This design comes from an exercise in tuning for small area, a short achievable clock period and few clock cycles per item on the open sky130 flow, not from production work.

==> flow/design.v <==
package bch_pkg;
	localparam logic [63:0] M_A1_63 = 64'h28140a052330180c;  
	localparam logic [63:0] M_R1_63 = 64'h0603201008040201;  
	localparam logic [63:0] M_A3_63 = 64'h092f3c1e0f2c160b;  
	localparam logic [63:0] M_R3_63 = 64'h2e17201008040201;  
	localparam logic [63:0] M_SQ_63 = 64'h00002c0b17100401;  
	localparam logic [63:0] M_LT_63 = 64'h0000141e341c143a;  
	localparam logic [7:0]  L1_63   = 8'h3a;  
	localparam logic [8:0]  M3_63   = 9'h057;
	localparam int          NPOW_63 = 8;  
	localparam logic [63:0] POW_63 = 64'h1f0d2f0911130c01;
	localparam logic [63:0] M_A1_255 = 64'h261387cde8743a1d;  
	localparam logic [63:0] M_R1_255 = 64'h8040201008040201;  
	localparam logic [63:0] M_A3_255 = 64'hfe7f844221abee77;  
	localparam logic [63:0] M_R3_255 = 64'h8040201008040201;  
	localparam logic [63:0] M_SQ_255 = 64'h7f42ab7740100401;  
	localparam logic [63:0] M_LT_255 = 64'hf61002642a242cd6;  
	localparam logic [7:0]  L1_255   = 8'hd6;  
	localparam logic [8:0]  M3_255   = 9'h177;
	localparam int          NPOW_255 = 32;  
	localparam logic [255:0] POW_255 = 256'h1b2cf712c3511c8295e3fce649a84f853b810dd9fefd655f5d466a9d8f4c1d01;
	localparam int Q63 = 8;
	function automatic logic [7:0] lin(input logic [7:0] x, input logic [63:0] m);
		lin = '0;
		for (int i = 0; i < 8; i++) begin
			if (x[i]) lin = lin ^ m[8*i +: 8];
		end
	endfunction
	function automatic logic [7:0] div_a(input logic is63, input logic [7:0] u);
		if (is63) div_a = {2'b00, u[0], u[5:1]} ^ {7'd0, u[0]};
		else div_a = {u[0], u[7:1]} ^ {4'd0, u[0], u[0], u[0], 1'b0};
	endfunction
	function automatic logic [7:0] div_x3(input logic is63, input logic [7:0] u);
		if (is63) div_x3 = 8'((u[0] ? ({1'b0, u} ^ M3_63) : {1'b0, u}) >> 1);
		else div_x3 = 8'((u[0] ? ({1'b0, u} ^ M3_255) : {1'b0, u}) >> 1);
	endfunction
	function automatic logic [7:0] add_mod(input logic is63, input logic [7:0] a,
		input logic [7:0] b);
		logic [7:0] g, t, gg, tt, gn, tn, c;
		logic       w;
		g = a & b;
		t = a ^ b;
		gg = g;
		tt = t;
		for (int d = 1; d < 8; d = d * 2) begin
			gn = gg;
			tn = tt;
			for (int i = d; i < 8; i++) begin
				gn[i] = gg[i] | (tt[i] & gg[i-d]);
				tn[i] = tt[i] & tt[i-d];
			end
			gg = gn;
			tt = tn;
		end
		w = is63 ? (gg[5] | tt[5]) : (gg[7] | tt[7]);
		c[0] = w;
		for (int i = 1; i < 8; i++) begin
			c[i] = gg[i-1] | (tt[i-1] & w);
		end
		add_mod = t ^ c;
		if (is63) add_mod[7:6] = 2'b00;
	endfunction
endpackage
module bch_syndrome (
	input                          clk,
	input                          rstn,
	input                          i_set,
	input  [1:0]                   i_code,
	input  [8-1:0]       i_data,
	output                         o_ready,
	output                         o_valid,
	input                          i_take,
	input                          i_free_next,
	output logic [7:0]             o_s1,
	output logic [7:0]             o_s3,
	output logic                   o_is63
);
	logic [4:0] cnt_q;
	logic       pend_q;
	logic       busy;
	logic       rdy_q;
	logic       pend_d;
	logic       en;
	logic       last;
	logic [7:0] bits;
	logic [7:0] s1_fb;
	logic [7:0] s3_fb;
	assign busy = (cnt_q != 5'd0);
	assign en = rdy_q;
	assign o_ready = rdy_q;
	assign pend_d = (en && last) || (pend_q && !i_take);
	assign last = busy && (cnt_q == (o_is63 ? 5'd7 : 5'd31));
	assign o_valid = pend_q;
	always_comb begin
		s1_fb = '0;
		s3_fb = '0;
		if (busy) begin
			if (o_is63) begin
				s1_fb = bch_pkg::lin(o_s1, bch_pkg::M_A1_63);
				s3_fb = bch_pkg::lin(o_s3, bch_pkg::M_A3_63);
			end else begin
				s1_fb = bch_pkg::lin(o_s1, bch_pkg::M_A1_255);
				s3_fb = bch_pkg::lin(o_s3, bch_pkg::M_A3_255);
			end
		end
		bits = {i_data[7] & busy, i_data[6:0]};
	end
	always_ff @(posedge clk or negedge rstn) begin
		if (!rstn) begin
			cnt_q <= '0;
			pend_q <= 1'b0;
			rdy_q <= 1'b1;
		end else begin
			if (busy) begin
				if (en) begin
					cnt_q <= last ? 5'd0 : cnt_q + 5'd1;
				end
			end else begin
				cnt_q <= {4'd0, en && i_set};
			end
			pend_q <= pend_d;
			rdy_q <= !pend_d || i_free_next;
		end
	end
	always_ff @(posedge clk) begin
		if (en) begin
			o_s1 <= s1_fb ^ bits;
			o_s3 <= s3_fb ^ bits;
			if (!busy) begin
				o_is63 <= (i_code == 2'd1);
			end
		end
	end
endmodule
module bch_berlekamp (
	input                          clk,
	input                          rstn,
	input                          i_valid,
	output                         o_take,
	output                         o_free_next,
	input  [7:0]                   i_s1,
	input  [7:0]                   i_s3,
	input                          i_is63,
	output logic                   o_finish,
	output [8-1:0]        o_odata
);
	logic       s_idle, s_a, s_b, s_c, s_e1, s_e2, s_sort, s_o0, s_o1;
	logic       n_idle, n_a, n_b, n_c, n_e1, n_e2, n_sort, n_o0, n_o1;
	logic [2:0] j_q;
	logic       is63_q;
	logic [7:0] z_q;
	logic [7:0] r_q;
	logic [7:0] a_q;
	logic       valid_q;
	logic       hit_q;
	logic       zero_q;
	logic [4:0] gi_q;
	logic       hit_n;
	logic [4:0] gi_n;
	logic       zero;
	logic       found;
	logic [7:0] l;
	logic [7:0] z_step;
	logic       srch;
	logic [7:0] r_sq;
	logic [7:0] r_exp;
	logic       a_bit;
	logic       b_last;
	logic [7:0] y;
	logic [7:0] s1_red;
	logic [7:0] s3_red;
	logic [7:0] p;
	logic       lt;
	logic       load;
	logic       is63_n;
	assign zero = zero_q;
	assign found = valid_q && (hit_q || zero);
	assign l = zero ? 8'd255 : {gi_q, j_q};
	always_comb begin
		if (is63_q) begin
			a_bit = s_a ? gi_q[2] : a_q[3'd5 - j_q];
			r_sq = bch_pkg::lin(r_q, bch_pkg::M_SQ_63);
			y = bch_pkg::lin(r_q, bch_pkg::M_LT_63) ^ bch_pkg::L1_63;
			b_last = (j_q == 3'd5);
		end else begin
			a_bit = s_a ? gi_q[4] : a_q[3'd7 - j_q];
			r_sq = bch_pkg::lin(r_q, bch_pkg::M_SQ_255);
			y = bch_pkg::lin(r_q, bch_pkg::M_LT_255) ^ bch_pkg::L1_255;
			b_last = (j_q == 3'd7);
		end
		r_exp = a_bit ? bch_pkg::div_x3(is63_q, r_sq) : r_sq;
		z_step = bch_pkg::div_a(is63_q, z_q);
		if (i_is63) begin
			s1_red = bch_pkg::lin(i_s1, bch_pkg::M_R1_63);
			s3_red = bch_pkg::lin(i_s3, bch_pkg::M_R3_63);
		end else begin
			s1_red = i_s1;
			s3_red = i_s3;
		end
	end
	assign p = zero ? 8'd255 : bch_pkg::add_mod(is63_q, a_q, {gi_q, j_q});
	assign lt = (r_q < z_q);
	assign load = (s_idle || s_o1) && i_valid;
	assign o_take = load;
	always_comb begin
		n_idle = (s_idle || s_o1) && !i_valid;
		n_a = load || (s_a && !found);
		n_b = (s_a && found && !zero) || (s_b && !b_last);
		n_c = s_b && b_last;
		n_e1 = s_c || (s_e1 && !found);
		n_e2 = (s_e1 && found) || (s_e2 && !found);
		n_sort = s_e2 && found;
		n_o0 = s_sort || (s_a && found && zero);
		n_o1 = s_o0;
	end
	assign o_free_next = n_idle || n_o1;
	assign is63_n = load ? i_is63 : is63_q;
	bch_chien u_search (
		.i_z    (z_q),
		.i_is63 (is63_q),
		.o_hit  (hit_n),
		.o_i    (gi_n)
	);
	always_ff @(posedge clk or negedge rstn) begin
		if (!rstn) begin
			s_idle <= 1'b1;
			s_a <= 1'b0;
			s_b <= 1'b0;
			s_c <= 1'b0;
			s_e1 <= 1'b0;
			s_e2 <= 1'b0;
			s_sort <= 1'b0;
			s_o0 <= 1'b0;
			s_o1 <= 1'b0;
			o_finish <= 1'b0;
		end else begin
			s_idle <= n_idle;
			s_a <= n_a;
			s_b <= n_b;
			s_c <= n_c;
			s_e1 <= n_e1;
			s_e2 <= n_e2;
			s_sort <= n_sort;
			s_o0 <= n_o0;
			s_o1 <= n_o1;
			o_finish <= n_o0 || n_o1;
		end
	end
	always_ff @(posedge clk) begin
		hit_q <= hit_n;
		zero_q <= (z_q == 8'd0);
		gi_q <= gi_n;
		if (load || s_c || (s_e1 && found)) begin
			j_q <= 3'd7;
		end else if (s_a && found) begin
			j_q <= 3'd1;
		end else begin
			j_q <= j_q + 3'd1;
		end
		is63_q <= is63_n;
		if (s_a && found) begin
			a_q <= l;
		end
		valid_q <= (s_a || s_e1 || s_e2) && !found;
		if (found && (s_a || s_e2)) begin
			z_q <= p;
		end else if (s_c || (s_e1 && found)) begin
			z_q <= y ^ {7'd0, s_e1};
		end else if (s_a || s_e1 || s_e2) begin
			z_q <= z_step;
		end else if (s_o0 || (s_sort && lt)) begin
			z_q <= r_q;
		end else if (load) begin
			z_q <= s1_red;
		end
		if (found && (s_e1 || (s_a && zero))) begin
			r_q <= p;
		end else if (s_b || (s_a && found)) begin
			r_q <= r_exp;
		end else if (s_sort && lt) begin
			r_q <= z_q;
		end else if (load) begin
			r_q <= s3_red;
		end
	end
	assign o_odata = z_q;
endmodule
module bch_chien (
	input  [7:0]                   i_z,
	input                          i_is63,
	output logic                   o_hit,
	output logic [4:0]             o_i
);
	logic [15:0] hi;
	logic [15:0] lo;
	logic [bch_pkg::NPOW_255-1:0] m255;
	logic [bch_pkg::NPOW_63-1:0]  m63;
	always_comb begin
		for (int v = 0; v < 16; v++) begin
			hi[v] = (i_z[7:4] == 4'(v));
			lo[v] = (i_z[3:0] == 4'(v));
		end
		for (int i = 0; i < bch_pkg::NPOW_255; i++) begin
			m255[i] = hi[bch_pkg::POW_255[8*i+4 +: 4]] && lo[bch_pkg::POW_255[8*i +: 4]] && !i_is63;
		end
		for (int i = 0; i < bch_pkg::NPOW_63; i++) begin
			m63[i] = hi[bch_pkg::POW_63[8*i+4 +: 4]] && lo[bch_pkg::POW_63[8*i +: 4]] && i_is63;
		end
		o_hit = (|m255) || (|m63);
		o_i = '0;
		for (int i = 0; i < bch_pkg::NPOW_255; i++) begin
			if (m255[i]) o_i = o_i | 5'(i);
		end
		for (int i = 0; i < bch_pkg::NPOW_63; i++) begin
			if (m63[i]) o_i = o_i | 5'(i);
		end
	end
endmodule
module bch_decoder (
	input                      clk,
	input                      rstn,
	input                      i_set,
	input  [1:0]               i_code,
	input  [8-1:0]   i_data,
	output                     o_ready,
	output                     o_finish,
	output [8-1:0]    o_odata
);
	logic       syn_valid;
	logic       syn_take;
	logic       free_next;
	logic [7:0] s1;
	logic [7:0] s3;
	logic       is63;
	bch_syndrome u_syndrome (
		.clk     (clk),
		.rstn    (rstn),
		.i_set   (i_set),
		.i_code  (i_code),
		.i_data  (i_data),
		.o_ready (o_ready),
		.o_valid (syn_valid),
		.i_take  (syn_take),
		.i_free_next (free_next),
		.o_s1    (s1),
		.o_s3    (s3),
		.o_is63  (is63)
	);
	bch_berlekamp u_solver (
		.clk      (clk),
		.rstn     (rstn),
		.i_valid  (syn_valid),
		.o_take   (syn_take),
		.o_free_next (free_next),
		.i_s1     (s1),
		.i_s3     (s3),
		.i_is63   (is63),
		.o_finish (o_finish),
		.o_odata  (o_odata)
	);
endmodule
export LEC_CHECK = 0
export CAP_MARGIN = 20
export CORE_MARGIN = 2
export CORE_UTILIZATION = 60
export SLEW_MARGIN = 20
create_clock -name core_clock -period 10.0 [get_ports {clk}]
standard.sh (not shown) runs the stock make flow with config.mk's settings and CLKGATE_MAP_FILE= SYNTH_SCRIPT=/design/flow/synth_recipe.tcl, a recipe that flattens the netlist after the stock synthesis.
==> flow/flow/run.sh <==
#!/bin/bash
# Standard layout, with timing repair aiming for 7 ns of setup slack at the
# 10 ns clock (so the paths are optimised for a shorter achieved period), and
# a small clock tree: the design has about 70 flip-flops.
set -euo pipefail
bash standard.sh SETUP_SLACK_MARGIN=7 \
	"CTS_ARGS=-buf_list sky130_fd_sc_hd__clkbuf_8 -repair_clock_nets -dont_use_dummy_load" \
	finish > make_finish.log 2>&1
Next try:
--- a/flow/design.v
+++ b/flow/design.v
@@ -78,7 +78,7 @@
 	logic [4:0] cnt_q;
 	logic       pend_q;
 	logic       busy;
-	logic       rdy_q;
+	logic       nrdy_q;
 	logic       pend_d;
 	logic       en;
 	logic       last;
@@ -86,8 +86,8 @@
 	logic [7:0] s1_fb;
 	logic [7:0] s3_fb;
 	assign busy = (cnt_q != 5'd0);
-	assign en = rdy_q;
-	assign o_ready = rdy_q;
+	assign en = !nrdy_q;
+	assign o_ready = !nrdy_q;
 	assign pend_d = (en && last) || (pend_q && !i_take);
 	assign last = busy && (cnt_q == (o_is63 ? 5'd7 : 5'd31));
 	assign o_valid = pend_q;
@@ -109,7 +109,7 @@
 		if (!rstn) begin
 			cnt_q <= '0;
 			pend_q <= 1'b0;
-			rdy_q <= 1'b1;
+			nrdy_q <= 1'b0;
 		end else begin
 			if (busy) begin
 				if (en) begin
@@ -119,7 +119,7 @@
 				cnt_q <= {4'd0, en && i_set};
 			end
 			pend_q <= pend_d;
-			rdy_q <= !pend_d || i_free_next;
+			nrdy_q <= pend_d && !i_free_next;
 		end
 	end
 	always_ff @(posedge clk) begin
@@ -178,12 +178,12 @@
 	assign l = zero ? 8'd255 : {gi_q, j_q};
 	always_comb begin
 		if (is63_q) begin
-			a_bit = s_a ? gi_q[2] : a_q[3'd5 - j_q];
+			a_bit = a_q[3'd5 - j_q];
 			r_sq = bch_pkg::lin(r_q, bch_pkg::M_SQ_63);
 			y = bch_pkg::lin(r_q, bch_pkg::M_LT_63) ^ bch_pkg::L1_63;
 			b_last = (j_q == 3'd5);
 		end else begin
-			a_bit = s_a ? gi_q[4] : a_q[3'd7 - j_q];
+			a_bit = a_q[3'd7 - j_q];
 			r_sq = bch_pkg::lin(r_q, bch_pkg::M_SQ_255);
 			y = bch_pkg::lin(r_q, bch_pkg::M_LT_255) ^ bch_pkg::L1_255;
 			b_last = (j_q == 3'd7);
@@ -253,7 +253,7 @@
 		if (load || s_c || (s_e1 && found)) begin
 			j_q <= 3'd7;
 		end else if (s_a && found) begin
-			j_q <= 3'd1;
+			j_q <= 3'd0;
 		end else begin
 			j_q <= j_q + 3'd1;
 		end
@@ -275,7 +275,7 @@
 		end
 		if (found && (s_e1 || (s_a && zero))) begin
 			r_q <= p;
-		end else if (s_b || (s_a && found)) begin
+		end else if (s_b) begin
 			r_q <= r_exp;
 		end else if (s_sort && lt) begin
 			r_q <= z_q;
Design area is about the same.
Final cell count drops by 1.5%.
Core utilization drops by 0.78 points.
Routed wire length drops by about 3%.
Via count drops by 0.40%.
Synthesized cell count drops by 1.1%.
No functional check of the RTL was part of any run of this note.

## afterwards: timing with drivers on the ports
The results above use ideal ports. As a check the final layouts listed here were re-extracted and re-timed, cells and wires unchanged. Step 1 sets driving cells, clkbuf_16 on the clock port and buf_2 on the other inputs (assumed; they add their load-dependent delay and slew). Step 2 adds t to the input delays and takes it off the output delays; t is the mean of the earliest and latest rising clock arrival at the registers after step 1. Input paths then give back, and output paths get back, about the clock's delay inside the block. Three values: ideal, step 1, step 2; two values: the first two.
run | shift t [ns] | slack for setup (ns) | clock arrival spread, ns | worst register clock-pin slew, ns | pins driven straight from the clock port
the first run | 0.378 | 6.914 / 6.879 / 6.806 | 0.023 / 0.023 | 0.08 / 0.08 | 1
the second run | 0.378 | 7.005 / 6.969 / 6.853 | 0.026 / 0.026 | 0.08 / 0.08 | 1
After both steps setup and hold are still met in every run listed. For the second run, which loses most, drivers alone change the setup slack by -0.036 ns; drivers and shift together by -0.152 ns.
